This is an optimization exercise on Yosys and OpenROAD, whose aim is a short achievable clock period and few clock cycles per item, not a production implementation. The RTL was checked by simulation tests, not by an equivalence proof against the original design. Power and IR drop assume default switching activity.

--- constraint.sdc ---
create_clock -name core_clock -period 9.0 [get_ports {clk_i}]
set_input_delay 1.8000 -clock core_clock [delete_from_list [all_inputs] [get_ports {clk_i}]]
set_output_delay 1.8000 -clock core_clock [all_outputs]
set_load 0.01 [all_outputs]
--- config.mk ---
export PLATFORM = sky130hd
export DESIGN_NAME = generational_slot_allocator
export DESIGN_NICKNAME = generational_slot_allocator
export VERILOG_FILES = /design/flow/design.v
export SDC_FILE = /design/flow/constraint.sdc
export NUM_CORES = 4
export LEC_CHECK = 0
export CAP_MARGIN = 20
export CORE_MARGIN = 2
export CORE_UTILIZATION = 40
export SLEW_MARGIN = 20
--- design.v ---
package gsa_pkg;
  localparam int unsigned SlotsDef   = 64;
  localparam int unsigned GenBitsDef = 16;
  localparam int unsigned OpW        = 3;
  localparam int unsigned SlotW      = 6;
  localparam int unsigned GenOutW    = 16;
  localparam int unsigned StatusW    = 2;
  typedef enum logic [OpW-1:0] {
    OP_SPAWN     = 3'd0,
    OP_LOOKUP    = 3'd1,
    OP_KILL      = 3'd2,
    OP_DEFER     = 3'd3,
    OP_END_FRAME = 3'd4,
    OP_KILL_ALL  = 3'd5
  } op_e;
  typedef enum logic [StatusW-1:0] {
    ST_OK      = 2'd0,
    ST_INVALID = 2'd1,
    ST_FULL    = 2'd2,
    ST_NOTHING = 2'd3
  } status_e;
  typedef enum logic [1:0] {
    S_IDLE  = 2'd0,
    S_EXEC  = 2'd1,
    S_SWEEP = 2'd2
  } state_e;
endpackage
module gsa_gen_ram #(
  parameter int unsigned Depth = 64,
  parameter int unsigned Width = 16,
  parameter int unsigned AddrW = 6
) (
  input  logic             clk_i,
  input  logic             we_i,
  input  logic [AddrW-1:0] waddr_i,
  input  logic [Width-1:0] wdata_i,
  input  logic [AddrW-1:0] raddr_i,
  output logic [Width-1:0] rdata_o
);
  logic [Width-1:0] mem [Depth];
  logic [Width-1:0] rdata_q;
  always_ff @(posedge clk_i) begin
    if (we_i) begin
      mem[waddr_i] <= wdata_i;
    end
  end
  always_ff @(posedge clk_i) begin
    rdata_q <= mem[raddr_i];
  end
  assign rdata_o = rdata_q;
endmodule
module generational_slot_allocator #(
  parameter int unsigned SLOTS    = gsa_pkg::SlotsDef,
  parameter int unsigned GEN_BITS = gsa_pkg::GenBitsDef
) (
  input  logic                        clk_i,
  input  logic                        rst_ni,
  input  logic                        start,
  output logic                        busy,
  input  logic [gsa_pkg::OpW-1:0]     operation_i,
  input  logic [gsa_pkg::SlotW-1:0]   slot_index_i,
  input  logic [gsa_pkg::GenOutW-1:0] handle_generation_i,
  output logic                        done_o,
  output logic [gsa_pkg::StatusW-1:0] status_o,
  output logic [gsa_pkg::SlotW-1:0]   result_slot_o,
  output logic [gsa_pkg::GenOutW-1:0] result_generation_o,
  output logic                        last_o
);
  localparam int unsigned IdxW = $clog2(SLOTS);
  localparam int unsigned HwW  = $clog2(SLOTS + 1);
  localparam int unsigned CmpW = (GEN_BITS > gsa_pkg::GenOutW) ? GEN_BITS : gsa_pkg::GenOutW;
  gsa_pkg::state_e state_q, state_d;
  gsa_pkg::op_e    op_q, op_in;
  logic [gsa_pkg::SlotW-1:0]    slot_q;
  logic [gsa_pkg::GenOutW-1:0]  hgen_q;
  logic [IdxW-1:0]     tgt_q;
  logic                reuse_q;
  logic [SLOTS-1:0]    alive_q, marked_q, sel_q;
  logic [HwW-1:0]      hw_q;
  logic                pend_q, pend_last_q;
  logic [IdxW-1:0]     pend_slot_q;
  logic                done_q, last_q;
  gsa_pkg::status_e             status_q;
  logic [gsa_pkg::SlotW-1:0]    rslot_q;
  logic [gsa_pkg::GenOutW-1:0]  rgen_q;
  logic                accept, issue;
  logic [SLOTS-1:0]    below_hw, free_vec, sel_in, sel_rest;
  logic [IdxW-1:0]     free_idx, sel_idx;
  logic                ram_we;
  logic [IdxW-1:0]     ram_waddr, ram_raddr;
  logic [GEN_BITS-1:0] ram_wdata, ram_rdata, gen_inc;
  logic [CmpW-1:0]     rd_ext, hgen_ext, inc_ext;
  logic                handle_ok, can_append;
  logic [IdxW-1:0]     slot_idx, hw_idx;
  gsa_pkg::status_e             exec_status;
  logic [gsa_pkg::SlotW-1:0]    exec_slot;
  logic [gsa_pkg::GenOutW-1:0]  exec_gen;
  assign op_in  = gsa_pkg::op_e'(operation_i);
  assign busy   = (state_q != gsa_pkg::S_IDLE);
  assign accept = start && !busy;
  assign issue  = (state_q == gsa_pkg::S_SWEEP) && (sel_q != '0);
  always_comb begin
    for (int i = 0; i < SLOTS; i++) begin
      below_hw[i] = (HwW'(i) < hw_q) && (i != 0);
    end
    free_vec = ~alive_q & below_hw;
    sel_in   = alive_q & ((op_in == gsa_pkg::OP_END_FRAME) ? marked_q : '1);
    free_idx = '0;
    sel_idx  = '0;
    for (int i = SLOTS - 1; i >= 0; i--) begin
      if (free_vec[i]) free_idx = IdxW'(i);
      if (sel_q[i])    sel_idx  = IdxW'(i);
    end
    sel_rest          = sel_q;
    sel_rest[sel_idx] = 1'b0;
  end
  gsa_gen_ram #(
    .Depth (SLOTS),
    .Width (GEN_BITS),
    .AddrW (IdxW)
  ) u_gen_ram (
    .clk_i   (clk_i),
    .we_i    (ram_we),
    .waddr_i (ram_waddr),
    .wdata_i (ram_wdata),
    .raddr_i (ram_raddr),
    .rdata_o (ram_rdata)
  );
  assign slot_idx   = slot_q[IdxW-1:0];
  assign hw_idx     = hw_q[IdxW-1:0];
  assign can_append = (hw_q < HwW'(SLOTS));
  assign gen_inc    = ram_rdata + GEN_BITS'(1);
  assign rd_ext     = CmpW'(ram_rdata);
  assign inc_ext    = CmpW'(gen_inc);
  assign hgen_ext   = CmpW'(hgen_q);
  assign handle_ok  = (slot_q != '0)
                   && ({1'b0, slot_q} < (gsa_pkg::SlotW + 1)'(hw_q))
                   && alive_q[slot_idx]
                   && (rd_ext == hgen_ext);
  always_comb begin
    state_d = state_q;
    unique case (state_q)
      gsa_pkg::S_IDLE: begin
        if (accept) begin
          if ((op_in == gsa_pkg::OP_END_FRAME || op_in == gsa_pkg::OP_KILL_ALL) && sel_in != '0) begin
            state_d = gsa_pkg::S_SWEEP;
          end else begin
            state_d = gsa_pkg::S_EXEC;
          end
        end
      end
      gsa_pkg::S_EXEC:  state_d = gsa_pkg::S_IDLE;
      gsa_pkg::S_SWEEP: if (pend_q && pend_last_q) state_d = gsa_pkg::S_IDLE;
      default: state_d = gsa_pkg::S_IDLE;
    endcase
  end
  always_comb begin
    ram_raddr   = (state_q == gsa_pkg::S_SWEEP) ? sel_idx
                : (op_in == gsa_pkg::OP_SPAWN) ? free_idx : slot_index_i[IdxW-1:0];
    ram_we      = 1'b0;
    ram_waddr   = tgt_q;
    ram_wdata   = gen_inc;
    exec_status = gsa_pkg::ST_INVALID;
    exec_slot   = '0;
    exec_gen    = '0;
    if (state_q == gsa_pkg::S_EXEC) begin
      unique case (op_q)
        gsa_pkg::OP_SPAWN: begin
          if (reuse_q) begin
            ram_we      = 1'b1;
            exec_status = gsa_pkg::ST_OK;
            exec_slot   = gsa_pkg::SlotW'(tgt_q);
            exec_gen    = inc_ext[gsa_pkg::GenOutW-1:0];
          end else if (can_append) begin
            ram_we      = 1'b1;
            ram_waddr   = hw_idx;
            ram_wdata   = '0;
            exec_status = gsa_pkg::ST_OK;
            exec_slot   = gsa_pkg::SlotW'(hw_idx);
          end else begin
            exec_status = gsa_pkg::ST_FULL;
          end
        end
        gsa_pkg::OP_LOOKUP, gsa_pkg::OP_KILL, gsa_pkg::OP_DEFER: begin
          if (handle_ok) begin
            exec_status = gsa_pkg::ST_OK;
            exec_slot   = slot_q;
            exec_gen    = rd_ext[gsa_pkg::GenOutW-1:0];
          end
        end
        gsa_pkg::OP_END_FRAME, gsa_pkg::OP_KILL_ALL: exec_status = gsa_pkg::ST_NOTHING;
        default: exec_status = gsa_pkg::ST_INVALID;
      endcase
    end
  end
  always_ff @(posedge clk_i or negedge rst_ni) begin
    if (!rst_ni) begin
      state_q     <= gsa_pkg::S_IDLE;
      alive_q     <= '0;
      marked_q    <= '0;
      sel_q       <= '0;
      hw_q        <= HwW'(1);
      pend_q      <= 1'b0;
      pend_last_q <= 1'b0;
      done_q      <= 1'b0;
    end else begin
      state_q <= state_d;
      done_q  <= (state_q == gsa_pkg::S_EXEC) || ((state_q == gsa_pkg::S_SWEEP) && pend_q);
      if (accept) begin
        sel_q <= sel_in;
      end
      if (state_q == gsa_pkg::S_EXEC) begin
        case (op_q)
          gsa_pkg::OP_SPAWN: begin
            if (reuse_q) begin
              alive_q[tgt_q]  <= 1'b1;
              marked_q[tgt_q] <= 1'b0;
            end else if (can_append) begin
              alive_q[hw_idx]  <= 1'b1;
              marked_q[hw_idx] <= 1'b0;
              hw_q             <= hw_q + HwW'(1);
            end
          end
          gsa_pkg::OP_KILL:  if (handle_ok) alive_q[slot_idx] <= 1'b0;
          gsa_pkg::OP_DEFER: if (handle_ok) marked_q[slot_idx] <= 1'b1;
          default: ;
        endcase
      end
      pend_q <= issue;
      if (issue) begin
        sel_q            <= sel_rest;
        alive_q[sel_idx] <= 1'b0;
        if (op_q == gsa_pkg::OP_END_FRAME) marked_q[sel_idx] <= 1'b0;
        pend_last_q <= (sel_rest == '0);
      end
    end
  end
  always_ff @(posedge clk_i) begin
    if (accept) begin
      op_q    <= op_in;
      slot_q  <= slot_index_i;
      hgen_q  <= handle_generation_i;
      tgt_q   <= free_idx;
      reuse_q <= (free_vec != '0);
    end
    if (issue) begin
      pend_slot_q <= sel_idx;
    end
    if (state_q == gsa_pkg::S_EXEC) begin
      status_q <= exec_status;
      rslot_q  <= exec_slot;
      rgen_q   <= exec_gen;
      last_q   <= 1'b1;
    end else begin
      status_q <= gsa_pkg::ST_OK;
      rslot_q  <= gsa_pkg::SlotW'(pend_slot_q);
      rgen_q   <= rd_ext[gsa_pkg::GenOutW-1:0];
      last_q   <= pend_last_q;
    end
  end
  assign done_o              = done_q;
  assign status_o            = status_q;
  assign result_slot_o       = rslot_q;
  assign result_generation_o = rgen_q;
  assign last_o              = last_q;
endmodule
--- run.sh ---
#!/bin/bash
# synth_recipe.tcl (not shown) runs the flow's synth.tcl, then flattens the netlist and writes it again
# the make line also repeats each setting of config.mk as NAME=value (left out here)
make -C /OpenROAD-flow-scripts/flow DESIGN_CONFIG=/design/flow/config.mk WORK_HOME=/design/flow/orfs CLKGATE_MAP_FILE= SYNTH_SCRIPT=/design/flow/synth_recipe.tcl finish
==> impl.org <==
** Yosys
- Yosys top cell by area :: sky130_fd_sc_hd__edfxtp_1
- Of the total synthesized cell area, the portion taken by XOR and XNOR cells is 0.796%.
- Number of warnings issued by yosys :: 2
- After Yosys synthesis, and, or, nand and nor cells account for between 10% and 20% of the synthesized area.
- Net count of the mapped netlist :: between 5k and 6k
- Yosys mapped a number of flops with a built-in enable equal to roughly 1.1k.
- The synthesized netlist devotes a little under an eighth of its cell area to compound gates.
- The synthesized design contains approximately 1.3k register bits.
- Post-synth design cell area :: approximately 60000 µm²
- Area share of fa/ha/maj cells after synthesis :: 0.479%
- In the synthesized netlist, the number of instances is around 5.4k.
- For this run, the leading register cell type out of synthesis is sky130_fd_sc_hd__edfxtp_1.
- By area, the combinational part of the netlist is dominated by simple AND/OR/NAND/NOR gates.
- Leading cell types by total area after synthesis :: sky130_fd_sc_hd__edfxtp_1 (53%), sky130_fd_sc_hd__dfrtp_1 (8.5%), sky130_fd_sc_hd__nand2_1 (6.5%)
- Count of unique library cells instantiated by Yosys :: 112
- Sequential cells were found to cover 62.9% of the synthesized design area.
- After synthesis, the share of flip-flops with an asynchronous set or reset is 15.6%.
- Fraction of post-synthesis cell area in the top cell type by area :: approximately 53%
- Measured against the total synthesized area, the mux share comes to ~3.3%.
- Average cell area after synthesis :: 11.1 µm²

** Timing
- Worst slew margin :: between 15 and 20%
- Max-slew violation total from the final report :: 0
- Max Freq :: 0.147 GHz
- After layout, the worst setup slack is between 2000 and 2500 ps.
- Transition time of the tightest slew-check pin :: 1240 ps
- Setup repair after global routing missed its margin :: false
- Clock skew on the completed layout was measured at 56.5 ps.
- Period Utilization, post-route :: between 70% and 80%
- Aggregate negative setup slack :: 0 ps
- The routed design could run at a clock period as short as 6780 ps.
- Hold Vio Cnt, Final :: 0
- Setup violations remaining at the end of the flow were counted as 0.

** Clock tree
- The clock reaches the later pin of the worst-skew pair after 810 ps.
- Clock-pin slew was measured on the worst setup and hold paths at 60 ps.
- The number of gates resized after CTS was 0.
- CTS Hold Buffers Added :: 0
- CTS tree :: yes
- Setup bufs post-CTS :: 0
- Clock net sink count :: 1307
- In this run the deepest clock path goes through 3 buffers.
- The H-tree was split into 4 levels.
- Clock tree synthesis inserted a total of 144 buffers.
- The tree is rooted in a sky130_fd_sc_hd__clkbuf_16.

** Finish
- From synthesis to final layout, the design area changed by 13.0%.
- The library cell used most frequently in the layout, excluding fill and tap cells, is sky130_fd_sc_hd__edfxtp_1.
- Cells with a size suffix above 1 make up 9.16% of the layout.
- The final layout contains 5490 nets.
- Summing all flip-flop and latch instances after layout gives 37800 µm².
- Most frequent cells in the layout :: sky130_fd_sc_hd__edfxtp_1 (1062), sky130_fd_sc_hd__nand2_1 (1035), sky130_fd_sc_hd__nand3_1 (615), sky130_fd_sc_hd__o21ai_0 (380), sky130_fd_sc_hd__a21oi_1 (301)
- In the final layout, the multi-input gates occupy 20900 µm².
- The layout has around 14k filler cells.
- Final Non-Filler Cells :: about 7.6k

** Die
- In this run the core area contains roughly 140 standard-cell rows.
- Width of the chip :: 392 µm
- Core box area :: 149000 µm²
- Die area :: ~150000 µm²
- For this design the top-level I/O count stands at 55.
- Starting Density :: about two fifths
- The die is just under 400 µm tall.

** Setup path
- Crit Reg-Reg Endpoint :: u_gen_ram.rdata_q[3]$_DFF_P_
- STA classifies the critical path startpoint as a flop.
- The setup check on the worst reg-to-reg path leaves a slack of 2220 ps.
- Crit-path max FO :: 114
- R2R Path Start :: hw_q[3]$_DFFE_PN0P_
- Data arrives at the worst endpoint at 7390 ps.
- Critical path required time :: 9610 ps
- Cell count of the worst reg-to-reg path :: 15
- Kind of end point of the critical path :: flop
- The worst setup path is of the reg -> reg kind.

** Global route
- Antenna violations before repair :: 13
- Vias in the first global route :: 43.4k
- The first global-routing pass estimated 320000 µm of wire.
- Entering global routing, the biggest net connects 201 pins.
- GRT overflow :: 0
- GR Util All Layers :: 28.7%

** Place
- Total placed cells including tap cells :: around 7.3k
- During placement, the flow inserted port buffers numbering 54.
- Routability congestion estimate from global placement :: 1.00
- Dpl hpwl :: 144000 µm
- At the placement stage, the worst setup path has a slack of 1970 ps.

** Power and ir drop
- VDD IR-drop max :: 0.00104 V
- LEAKAGE :: 24.4 nW
- Power spread over the standard cell area amounts to 368 nW/µm².

** Worst hold path
- In this run the most critical hold path is launched from pend_slot_q[4]$_DFFE_PP_.
- The worst hold path terminates at rslot_q[4]$_DFF_P_.
- Counting instances, the worst hold path has a depth of 2.
- The worst hold path belongs to the class reg -> reg.

** Run
- Number of violations of the max-capacitance limit :: 0

** Status
- Result of the run :: timing/DRC/antenna clean

** Routing
- Remaining design rule violation count :: 0
- The pre-antenna-repair detailed-routing pass consisted of 7 iterations.
- For this block, the routed nets add up to 224000 µm of wire.
- In the final routed layout, each cell accounts on average for 29.6 µm.
- Overall via count from detail_route :: 47.2k
- Number of DRC violations after detailed-routing iteration 0 :: 6554
- In this run the remaining antenna-violating nets after routing total 0.
- Detailed-route vias per instance :: 6.22
-- synthesized netlist by cell type (19+ instances only) --
master / n
sky130_fd_sc_hd__buf_2: 94
sky130_fd_sc_hd__nand3_1: 615
sky130_fd_sc_hd__ha_1: 23
sky130_fd_sc_hd__nor3_1: 63
sky130_fd_sc_hd__xnor2_1: 26
sky130_fd_sc_hd__nor2b_1: 28
sky130_fd_sc_hd__o32ai_1: 21
sky130_fd_sc_hd__dfrtp_1: 203
sky130_fd_sc_hd__nand2_1: 1038
sky130_fd_sc_hd__nand2b_1: 29
sky130_fd_sc_hd__mux2_2: 32
sky130_fd_sc_hd__or4_1: 27
sky130_fd_sc_hd__nor4_1: 36
sky130_fd_sc_hd__buf_1: 43
sky130_fd_sc_hd__a31oi_1: 19
sky130_fd_sc_hd__clkbuf_1: 192
sky130_fd_sc_hd__nand4_1: 80
sky130_fd_sc_hd__o211ai_1: 23
sky130_fd_sc_hd__a21oi_1: 302
sky130_fd_sc_hd__a21o_1: 22
sky130_fd_sc_hd__xor2_1: 23
sky130_fd_sc_hd__a32o_1: 21
sky130_fd_sc_hd__nor2_1: 301
sky130_fd_sc_hd__dfxtp_1: 41
sky130_fd_sc_hd__o31ai_1: 29
sky130_fd_sc_hd__and3_1: 30
sky130_fd_sc_hd__o21ai_0: 382
sky130_fd_sc_hd__inv_1: 37
sky130_fd_sc_hd__mux2i_1: 141
sky130_fd_sc_hd__a22oi_1: 65
sky130_fd_sc_hd__o22ai_1: 69
sky130_fd_sc_hd__edfxtp_1: 1062
-- logic make-up after synthesis --
logic type	count (synthesis)
adders and majority gates	23
muxes	183
AOI/OAI and AO/OA	1139
xor gates and xnor gates	52
buffers and inverters	397
DFF	1307
and+or+nand+nor	2333
-- where the power goes --
part	switching [mW]	leakage, nW	internal (mW)
Clock	2.60	2.26	3.25
Sequential	0.416	12.8	7.63
Combinational	8.72	9.35	2.34
Total	11.7	24.4	13.2
-- layout make-up --
type	count	share of cell area, %
antenna	8	0.0295
tap	2016	3.71
clock inverter	76	1.25
sequential	1307	55.7
clock buffer	189	5.63
multi-input combinational	3730	30.7
timing repair buffer	213	2.71
inverter	43	0.241
-- critical path, cell delays in order (launching register included) --
cell                       delay (ps)
sky130_fd_sc_hd__dfrtp_1          820
sky130_fd_sc_hd__buf_4            380
sky130_fd_sc_hd__nor4bb_1         240
sky130_fd_sc_hd__buf_4            230
sky130_fd_sc_hd__a21oi_1          160
sky130_fd_sc_hd__o41ai_1          750
sky130_fd_sc_hd__nand4_1          310
sky130_fd_sc_hd__a31oi_2          460
sky130_fd_sc_hd__o211a_1          340
sky130_fd_sc_hd__nand2b_4         640
sky130_fd_sc_hd__buf_12           580
sky130_fd_sc_hd__mux2i_1          260
sky130_fd_sc_hd__mux2i_1          110
sky130_fd_sc_hd__mux2i_1          190
sky130_fd_sc_hd__o22ai_1          300
sky130_fd_sc_hd__or4_1            700
-- per-layer routing --
metal  share of wire [%]  GRT usage, %  wire, µm  vias to the layer above
met5               0.043             0        96                        -
met4                 6.3          15.9     14000                       16
met3                  10          6.36     23200                      627
met2                  44          42.8     98600                     3100
met1                  39          38.8     88200                    23200
li1                    -             -         -                    20200
-- flip-flops by register name, summed over array words and instances, names as in the netlist, 2 cells and up --
name / count
pend_slot_q: 6
slot_q: 6
state_q: 2
hgen_q: 16
marked_q: 64
rgen_q: 16
sel_q: 64
rslot_q: 6
tgt_q: 6
u_gen_ram.rdata_q: 16
hw_q: 7
status_q: 2
op_q: 3
u_gen_ram.mem: 1024
alive_q: 64
-- how the worst max path moves through the flow --
stage | startpoint | end | depth (start not counted)
after floorplan | operation_i[1] | u_gen_ram.rdata_q[0]$_DFF_P_ | 13
after global placement | operation_i[1] | u_gen_ram.rdata_q[3]$_DFF_P_ | 12
after detailed placement | operation_i[1] | u_gen_ram.rdata_q[3]$_DFF_P_ | 12
after CTS | hw_q[6]$_DFFE_PN0P_ | u_gen_ram.rdata_q[3]$_DFF_P_ | 14
after global routing | hw_q[3]$_DFFE_PN0P_ | u_gen_ram.rdata_q[1]$_DFF_P_ | 16
final | hw_q[3]$_DFFE_PN0P_ | u_gen_ram.rdata_q[3]$_DFF_P_ | 15
-- stage by stage --
stage / util, % / hold WS, ps / cell area, µm² / power, mW
2_1_floorplan: - / 418 / 60100 / 14.2
3_3_place_gp: 42.3 / 432 / 63200 / 18.7
3_5_place_dp: 42.3 / 442 / 63200 / 18.7
4_1_cts: 45.4 / 428 / 67900 / 24.5
5_1_grt: 45.4 / 455 / 67900 / 25.6
6_report: 45.4 / 438 / 67900 / 25.0
Testbench counts, summed over its fixed seeds: cycles 35,175, requests 16,000.

[what the ideal ports hide]
How much do the figures lean on ideal ports? The routed layout below was timed once more, with nothing changed but the port constraints. Step 1, drivers: a clkbuf_16 drives clk_i and a buf_2 each remaining input, both assumed. Step 2 moves the port delays by t, midway between the first and last clock arrival at a register: inputs arrive t later, outputs are due t later. That takes back most of the time a late clock gives input paths. a / b / c = no drivers / after step 1 / after step 2; a / b = the first two.
t, ns: 0.872
slack for setup (ns): 2.215 / 2.215 / 1.877
hold slack, ns: 0.438 / 0.438 / 0.438
pins driven straight from the clock port: 1
After both steps this run still meets setup and hold. For this run, drivers alone change the setup slack by 0.000 ns; drivers and shift together by -0.338 ns.
